What follows belongs to an exercise in optimizing a design on an open flow for small area, a short achievable clock period and few clock cycles per item; a production flow would make more cautious choices.
The RTL was checked by simulation tests, not by an equivalence proof against the original design.

## job 1761
==> flow/design.v <==
package pop_pkg;
  localparam int PriceW     = 32;
  localparam int DiscW      = 17;
  localparam int ModeW      = 2;
  localparam int CfgIdxW    = 2;
  localparam int CfgDataW   = 32;
  localparam int MaxPathLen = 1024;
  typedef enum logic [ModeW-1:0] {
    PopCall     = 2'd0,
    PopLookback = 2'd1,
    PopBarrier  = 2'd2,
    PopCompound = 2'd3
  } pop_mode_e;
  typedef enum logic [CfgIdxW-1:0] {
    RegPayoffMode     = 2'd0,
    RegStrikeLevel    = 2'd1,
    RegSecondLevel    = 2'd2,
    RegDiscountFactor = 2'd3
  } pop_reg_e;
  typedef enum logic [2:0] {
    StIdle,
    StLbMul,
    StLbSub,
    StDisc,
    StRound,
    StDivPrep,
    StDiv,
    StCmp
  } pop_state_e;
endpackage
module path_option_payoff #(
  parameter int MAX_PATH_LEN = pop_pkg::MaxPathLen
) (
  input  logic                       clk_i,
  input  logic                       rst_ni,
  input  logic                       sample_valid_i,
  output logic                       sample_ready_o,
  input  logic [pop_pkg::PriceW-1:0] sample_price_i,
  input  logic                       sample_last_i,
  output logic                       result_valid_o,
  input  logic                       result_ready_i,
  output logic [pop_pkg::PriceW-1:0] result_payoff_o,
  output logic                       result_crossed_o,
  input  logic                       cfg_valid_i,
  output logic                       cfg_ready_o,
  input  logic [pop_pkg::CfgIdxW-1:0] cfg_index_i,
  input  logic [pop_pkg::CfgDataW-1:0] cfg_data_i
);
  localparam int CntW = $clog2(MAX_PATH_LEN + 1);
  localparam int SumW = 32 + CntW;
  logic [1:0]  mode_q;
  logic [31:0] strike_q;
  logic [31:0] second_q;
  logic [16:0] disc_q;
  assign cfg_ready_o = 1'b1;
  always_ff @(posedge clk_i or negedge rst_ni) begin
    if (!rst_ni) begin
      mode_q   <= 2'd0;
      strike_q <= '0;
      second_q <= '0;
      disc_q   <= 17'd65536;
    end else if (cfg_valid_i) begin
      case (cfg_index_i)
        2'd0: mode_q   <= cfg_data_i[1:0];
        2'd1: strike_q <= cfg_data_i;
        2'd2: second_q <= cfg_data_i;
        default: disc_q <= cfg_data_i[16:0];
      endcase
    end
  end
  logic m_look, m_comp, m_bar;
  assign m_look = (mode_q == 2'd1);
  assign m_bar  = (mode_q == 2'd2);
  assign m_comp = (mode_q == 2'd3);
  logic        s_mul1_q, s_sub_q, s_mul2_q, s_div_q, s_done_q;
  logic        s_idle;
  logic [4:0]  step_q;
  logic [31:0] xn_q;
  logic [31:0] b_q;
  logic        bx_q, by_q;
  logic [32:0] acc_q;
  logic        pcr_q;
  logic        post_idle;
  assign s_idle    = !(s_mul1_q || s_sub_q || s_mul2_q || s_div_q || s_done_q);
  assign post_idle = s_idle || (s_done_q && result_ready_i);
  logic        rdy_q;
  logic [31:0] x_q;
  logic        v_q;
  logic        lst_q;
  logic        acc_s;
  assign sample_ready_o = rdy_q;
  assign acc_s = sample_valid_i && rdy_q;
  always_ff @(posedge clk_i) begin
    if (rdy_q) begin
      x_q   <= sample_price_i;
      lst_q <= sample_last_i;
    end
  end
  logic [31:0]     min_q;
  logic            cr_q;
  logic [CntW-1:0] cnt_q;
  logic            first_q;    
  logic            pend_q;     
  logic [31:0]     ex_q;       
  logic            v2_q;       
  logic            first2_q;   
  logic take, blk, proc;
  assign take = pend_q && post_idle;
  assign blk  = pend_q && !post_idle;
  assign proc = v_q && !blk;
  logic [32:0] diff;
  logic        above;
  logic        cnt_ok;
  logic [31:0] ex_d;
  always_comb begin
    diff   = {1'b0, x_q} - {1'b0, second_q};
    above  = !diff[32] && (diff[31:0] != '0);
    cnt_ok = first_q || !cnt_q[CntW-1];
    if (!proc)                     ex_d = '0;
    else if (!m_comp)              ex_d = x_q;
    else if (diff[32] || !cnt_ok)  ex_d = '0;
    else                           ex_d = diff[31:0];
  end
  always_ff @(posedge clk_i) begin
    ex_q <= ex_d;
    if (proc) begin
      min_q <= (first_q || (x_q < min_q)) ? x_q : min_q;
      cr_q  <= (cr_q && !first_q) || above;
      cnt_q <= first_q ? CntW'(1) : (cnt_q + CntW'(!cnt_q[CntW-1]));
    end
  end
  logic [SumW-1:0] sum_q;
  logic [SumW-1:0] sum_n;
  assign sum_n = ((v2_q && (first2_q || !m_comp)) ? '0 : sum_q) + SumW'(ex_q);
  always_ff @(posedge clk_i) begin
    sum_q <= sum_n;
  end
  logic pend_d, v_d, rdy_d;
  logic s_idle_d;
  assign pend_d = (proc && lst_q) || (pend_q && !take);
  assign v_d    = acc_s || (v_q && blk);
  assign rdy_d  = !(v_d && pend_d && !s_idle_d);
  always_ff @(posedge clk_i or negedge rst_ni) begin
    if (!rst_ni) begin
      rdy_q    <= 1'b1;
      v_q      <= 1'b0;
      first_q  <= 1'b1;
      pend_q   <= 1'b0;
      v2_q     <= 1'b0;
      first2_q <= 1'b0;
    end else begin
      rdy_q    <= rdy_d;
      v_q      <= v_d;
      pend_q   <= pend_d;
      v2_q     <= proc;
      first2_q <= proc && first_q;
      if (proc) first_q <= lst_q;
    end
  end
  logic [31:0] mul_m;
  logic        bm_q;
  logic        mlast_q;    
  logic [3:0]  dig;
  logic        one0, two0, neg0, one1, two1, neg1;
  logic [33:0] row0, row1;
  logic [37:0] t;
  always_ff @(posedge clk_i) begin
    if (s_sub_q)       mul_m <= sres;
    else if (!s_mul2_q) mul_m <= second_q;
  end
  always_comb begin
    dig  = mlast_q ? 4'd0 : b_q[3:0];
    one0 = dig[0] ^ bm_q;
    two0 = (dig[1] && !dig[0] && !bm_q) || (!dig[1] && dig[0] && bm_q);
    neg0 = dig[1] && !(dig[0] && bm_q);
    one1 = dig[2] ^ dig[1];
    two1 = (dig[3] && !dig[2] && !dig[1]) || (!dig[3] && dig[2] && dig[1]);
    neg1 = dig[3] && !(dig[2] && dig[1]);
    row0 = ((one0 ? {2'b0, mul_m} : 34'd0) | (two0 ? {1'b0, mul_m, 1'b0} : 34'd0)) ^ {34{neg0}};
    row1 = ((one1 ? {2'b0, mul_m} : 34'd0) | (two1 ? {1'b0, mul_m, 1'b0} : 34'd0)) ^ {34{neg1}};
    t    = {{5{acc_q[32]}}, acc_q}
         + {{4{row0[33]}}, row0}
         + {{2{row1[33]}}, row1, 2'b0}
         + 38'(neg0)
         + {35'd0, neg1, 2'b0};
  end
  logic [31:0] mul_res;
  assign mul_res = t[32] ? '1 : t[31:0];
  logic [10:0] dv;
  logic [9:0]  r0, r1, r2;
  logic [1:0]  qb;
  logic [10:0] s1, s2;
  logic [11:0] d1, d2;
  assign dv = xn_q[10:0];
  always_comb begin
    r0 = acc_q[9:0];
    s1 = {r0, bx_q};
    d1 = {1'b0, s1} - {1'b0, dv};
    qb[1] = !d1[11];
    r1 = qb[1] ? d1[9:0] : s1[9:0];
    s2 = {r1, b_q[31]};
    d2 = {1'b0, s2} - {1'b0, dv};
    qb[0] = !d2[11];
    r2 = qb[0] ? d2[9:0] : s2[9:0];
  end
  logic [31:0] sa, sb;
  logic        scin;
  logic        szero;
  logic [32:0] sd;
  logic [31:0] sres;
  always_comb begin
    if (m_comp) begin
      sa    = strike_q;
      sb    = b_q;
      scin  = by_q;
      szero = 1'b0;
    end else if (m_look) begin
      sa    = xn_q;
      sb    = {acc_q[11:0], b_q[31:12]};
      scin  = 1'b0;
      szero = (acc_q[32:12] != '0);
    end else begin
      sa    = xn_q;
      sb    = strike_q;
      scin  = 1'b0;
      szero = m_bar && pcr_q;
    end
    sd   = {1'b0, sa} - {1'b0, sb} - 33'(scin);
    sres = (sd[32] || szero) ? '0 : sd[31:0];
  end
  logic mul_last, div_last;
  assign mul_last = s_mul1_q ? mlast_q : (step_q[2:0] == 3'd4);
  assign div_last = (step_q == 5'd16);
  logic n_mul1, n_sub, n_mul2, n_div, n_done;
  always_comb begin
    n_mul1 = (take && m_look) || (s_mul1_q && !mul_last);
    n_div  = (take && m_comp) || (s_div_q && !div_last);
    n_sub  = (take && !m_look && !m_comp) || (s_mul1_q && mul_last) || (s_div_q && div_last);
    n_mul2 = (s_sub_q && !m_comp) || (s_mul2_q && !mul_last);
    n_done = (s_sub_q && m_comp) || (s_mul2_q && mul_last) || (s_done_q && !result_ready_i && !take);
    s_idle_d = !(n_mul1 || n_div || n_sub || n_mul2 || n_done);
  end
  always_ff @(posedge clk_i or negedge rst_ni) begin
    if (!rst_ni) begin
      s_mul1_q <= 1'b0;
      s_sub_q  <= 1'b0;
      s_mul2_q <= 1'b0;
      s_div_q  <= 1'b0;
      s_done_q <= 1'b0;
      step_q   <= '0;
      mlast_q  <= 1'b0;
    end else begin
      s_mul1_q <= n_mul1;
      s_sub_q  <= n_sub;
      s_mul2_q <= n_mul2;
      s_div_q  <= n_div;
      s_done_q <= n_done;
      mlast_q <= s_mul1_q && (step_q[2:0] == 3'd7);
      if (s_sub_q || (s_mul1_q && mul_last) || (s_div_q && div_last) || !(s_mul1_q || s_mul2_q || s_div_q))
        step_q <= '0;
      else
        step_q <= step_q + 5'd1;
    end
  end
  always_ff @(posedge clk_i) begin
    if (take) begin
      pcr_q <= cr_q;
      xn_q  <= m_comp ? {21'd0, cnt_q} : sum_n[31:0];
    end else if (s_mul2_q && mul_last) begin
      xn_q  <= mul_res;
    end else if (s_sub_q && m_comp) begin
      xn_q  <= sres;
    end
  end
  always_ff @(posedge clk_i) begin
    if (s_mul1_q || s_mul2_q) begin
      acc_q <= t[36:4];
      b_q   <= {t[3:0], b_q[31:4]};
      bm_q  <= b_q[3];
    end else if (s_sub_q) begin
      acc_q <= 33'h0_0000_8000;
      bm_q  <= 1'b0;
      b_q   <= {15'd0, disc_q};
    end else if (s_div_q) begin
      acc_q[9:0]  <= r2;
      {bx_q, b_q, by_q} <= {b_q, by_q, qb};
    end else begin
      b_q   <= m_comp ? sum_n[31:0] : min_q;
      bx_q  <= sum_n[32];
      by_q  <= 1'b0;
      acc_q <= m_comp ? {24'd0, sum_n[SumW-1:33]} : 33'h0_0000_7FFF;
      bm_q  <= 1'b0;
    end
  end
  assign result_valid_o   = s_done_q;
  assign result_payoff_o  = xn_q;
  assign result_crossed_o = pcr_q;
endmodule
==> flow/config.mk <==
export PLATFORM = sky130hd
export DESIGN_NAME = path_option_payoff
export DESIGN_NICKNAME = path_option_payoff
export VERILOG_FILES = /design/flow/design.v
export SDC_FILE = /design/flow/constraint.sdc
export NUM_CORES = 4
export LEC_CHECK = 0
export CAP_MARGIN = 20
export CORE_MARGIN = 2
export CORE_UTILIZATION = 55
export SETUP_SLACK_MARGIN = 5
export SLEW_MARGIN = 20
==> flow/constraint.sdc <==
create_clock -name core_clock -period 11.0 [get_ports {clk_i}]
set_input_delay 2.2000 -clock core_clock [delete_from_list [all_inputs] [get_ports {clk_i}]]
set_output_delay 2.2000 -clock core_clock [all_outputs]
set_load 0.01 [all_outputs]
standard.sh (not shown) runs the stock make flow with config.mk's settings and CLKGATE_MAP_FILE= SYNTH_SCRIPT=/design/flow/synth_recipe.tcl, a recipe that flattens the netlist after the stock synthesis.
==> flow/flow/run.sh <==
#!/bin/bash
set -euo pipefail
bash standard.sh SETUP_SLACK_MARGIN=6 finish > standard.log 2>&1
Testbench counts of job 1761, summed over its fixed seeds: cycles 68,934, paths 2,560.
The inputs of job 4101 differ from those of job 1761 as listed below.
-- flow/design.v --
<<< job 1761, line 159
  end
  logic [31:0] mul_m;
  logic        bm_q;
  logic        mlast_q;    
  logic [3:0]  dig;
  logic        one0, two0, neg0, one1, two1, neg1;
  logic [33:0] row0, row1;
>>> job 4101, line 159
  end
  logic [31:0] mul_m;
  logic        mlast_q;    
  logic [3:0]  dig_d;
  logic        bm_d;
  logic        one0, two0, neg0, one1, two1, neg1;
  logic [33:0] row0, row1;
<<< job 1761, line 170
  end
  always_comb begin
    dig  = mlast_q ? 4'd0 : b_q[3:0];
    one0 = dig[0] ^ bm_q;
    two0 = (dig[1] && !dig[0] && !bm_q) || (!dig[1] && dig[0] && bm_q);
    neg0 = dig[1] && !(dig[0] && bm_q);
    one1 = dig[2] ^ dig[1];
    two1 = (dig[3] && !dig[2] && !dig[1]) || (!dig[3] && dig[2] && dig[1]);
    neg1 = dig[3] && !(dig[2] && dig[1]);
    row0 = ((one0 ? {2'b0, mul_m} : 34'd0) | (two0 ? {1'b0, mul_m, 1'b0} : 34'd0)) ^ {34{neg0}};
    row1 = ((one1 ? {2'b0, mul_m} : 34'd0) | (two1 ? {1'b0, mul_m, 1'b0} : 34'd0)) ^ {34{neg1}};
>>> job 4101, line 170
  end
  always_comb begin
    if (s_mul1_q || s_mul2_q) begin
      dig_d = (s_mul1_q && (step_q[2:0] == 3'd7)) ? 4'd0 : b_q[7:4];
      bm_d  = b_q[3];
    end else begin
      dig_d = s_sub_q ? disc_q[3:0] : min_q[3:0];
      bm_d  = 1'b0;
    end
  end
  always_ff @(posedge clk_i) begin
    one0 <= dig_d[0] ^ bm_d;
    two0 <= (dig_d[1] && !dig_d[0] && !bm_d) || (!dig_d[1] && dig_d[0] && bm_d);
    neg0 <= dig_d[1] && !(dig_d[0] && bm_d);
    one1 <= dig_d[2] ^ dig_d[1];
    two1 <= (dig_d[3] && !dig_d[2] && !dig_d[1]) || (!dig_d[3] && dig_d[2] && dig_d[1]);
    neg1 <= dig_d[3] && !(dig_d[2] && dig_d[1]);
  end
  always_comb begin
    row0 = ((one0 ? {2'b0, mul_m} : 34'd0) | (two0 ? {1'b0, mul_m, 1'b0} : 34'd0)) ^ {34{neg0}};
    row1 = ((one1 ? {2'b0, mul_m} : 34'd0) | (two1 ? {1'b0, mul_m, 1'b0} : 34'd0)) ^ {34{neg1}};
<<< job 1761, line 185
         + {35'd0, neg1, 2'b0};
  end
  logic [31:0] mul_res;
  assign mul_res = t[32] ? '1 : t[31:0];
  logic [10:0] dv;
  logic [9:0]  r0, r1, r2;
>>> job 4101, line 195
         + {35'd0, neg1, 2'b0};
  end
  logic sat_q;
  logic [10:0] dv;
  logic [9:0]  r0, r1, r2;
<<< job 1761, line 266
    if (take) begin
      pcr_q <= cr_q;
      xn_q  <= m_comp ? {21'd0, cnt_q} : sum_n[31:0];
    end else if (s_mul2_q && mul_last) begin
      xn_q  <= mul_res;
    end else if (s_sub_q && m_comp) begin
      xn_q  <= sres;
>>> job 4101, line 275
    if (take) begin
      pcr_q <= cr_q;
      sat_q <= 1'b0;
      xn_q  <= m_comp ? {21'd0, cnt_q} : sum_n[31:0];
    end else if (s_mul2_q && mul_last) begin
      sat_q <= t[32];
      xn_q  <= t[31:0];
    end else if (s_sub_q && m_comp) begin
      xn_q  <= sres;
<<< job 1761, line 277
      acc_q <= t[36:4];
      b_q   <= {t[3:0], b_q[31:4]};
      bm_q  <= b_q[3];
    end else if (s_sub_q) begin
      acc_q <= 33'h0_0000_8000;
      bm_q  <= 1'b0;
      b_q   <= {15'd0, disc_q};
    end else if (s_div_q) begin
>>> job 4101, line 288
      acc_q <= t[36:4];
      b_q   <= {t[3:0], b_q[31:4]};
    end else if (s_sub_q) begin
      acc_q <= 33'h0_0000_8000;
      b_q   <= {15'd0, disc_q};
    end else if (s_div_q) begin
<<< job 1761, line 290
      by_q  <= 1'b0;
      acc_q <= m_comp ? {24'd0, sum_n[SumW-1:33]} : 33'h0_0000_7FFF;
      bm_q  <= 1'b0;
    end
  end
  assign result_valid_o   = s_done_q;
  assign result_payoff_o  = xn_q;
  assign result_crossed_o = pcr_q;
endmodule
>>> job 4101, line 299
      by_q  <= 1'b0;
      acc_q <= m_comp ? {24'd0, sum_n[SumW-1:33]} : 33'h0_0000_7FFF;
    end
  end
  assign result_valid_o   = s_done_q;
  assign result_payoff_o  = xn_q | {32{sat_q}};
  assign result_crossed_o = pcr_q;
endmodule
--- outcome ---
Job 4101: done, clean on timing, DRC and antenna. NOTE: data arrival time of the critical path in job 4101 falls short of that of job 1761. Going from job 1761 to job 4101, worst path required time held steady, time the worst path needs with I/O delays and setup shrank by 0.35 ns, fraction of registers with async set/reset shrank by 0.40 points. Re count of fill cells added during filler insertion: job 4101 is about 3% up on job 1761.
Testbench counts of job 4101, summed over its fixed seeds: cycles 68,934, paths 2,560.

separate check: timing with driven ports:
In the flow no input, the clock included, has a driving cell. The finished layouts below were timed again as built, in two steps.
Step 1, drivers: a clkbuf_16 drives clk_i and a buf_2 each remaining input, both assumed.
Step 2 adds t to the input delays and takes it off the output delays; t is the mean of the earliest and latest rising clock arrival at the registers after step 1. Input paths then give back, and output paths get back, about the clock's delay inside the block.
Three values: ideal ports, drivers, drivers and shift; two values: the first two.
run | t (ns) | setup WS [ns] | worst setup path at the end | worst slew at a driven data input, ns | cell pins on the clock port's net
job 1761 | 0.648 | 5.790 / 5.790 / 5.790 | register to register | 0.06 | 1
job 4101 | 0.644 | 6.135 / 6.135 / 6.135 | register to register | 0.04 | 1
After both steps every run listed still meets setup and hold.
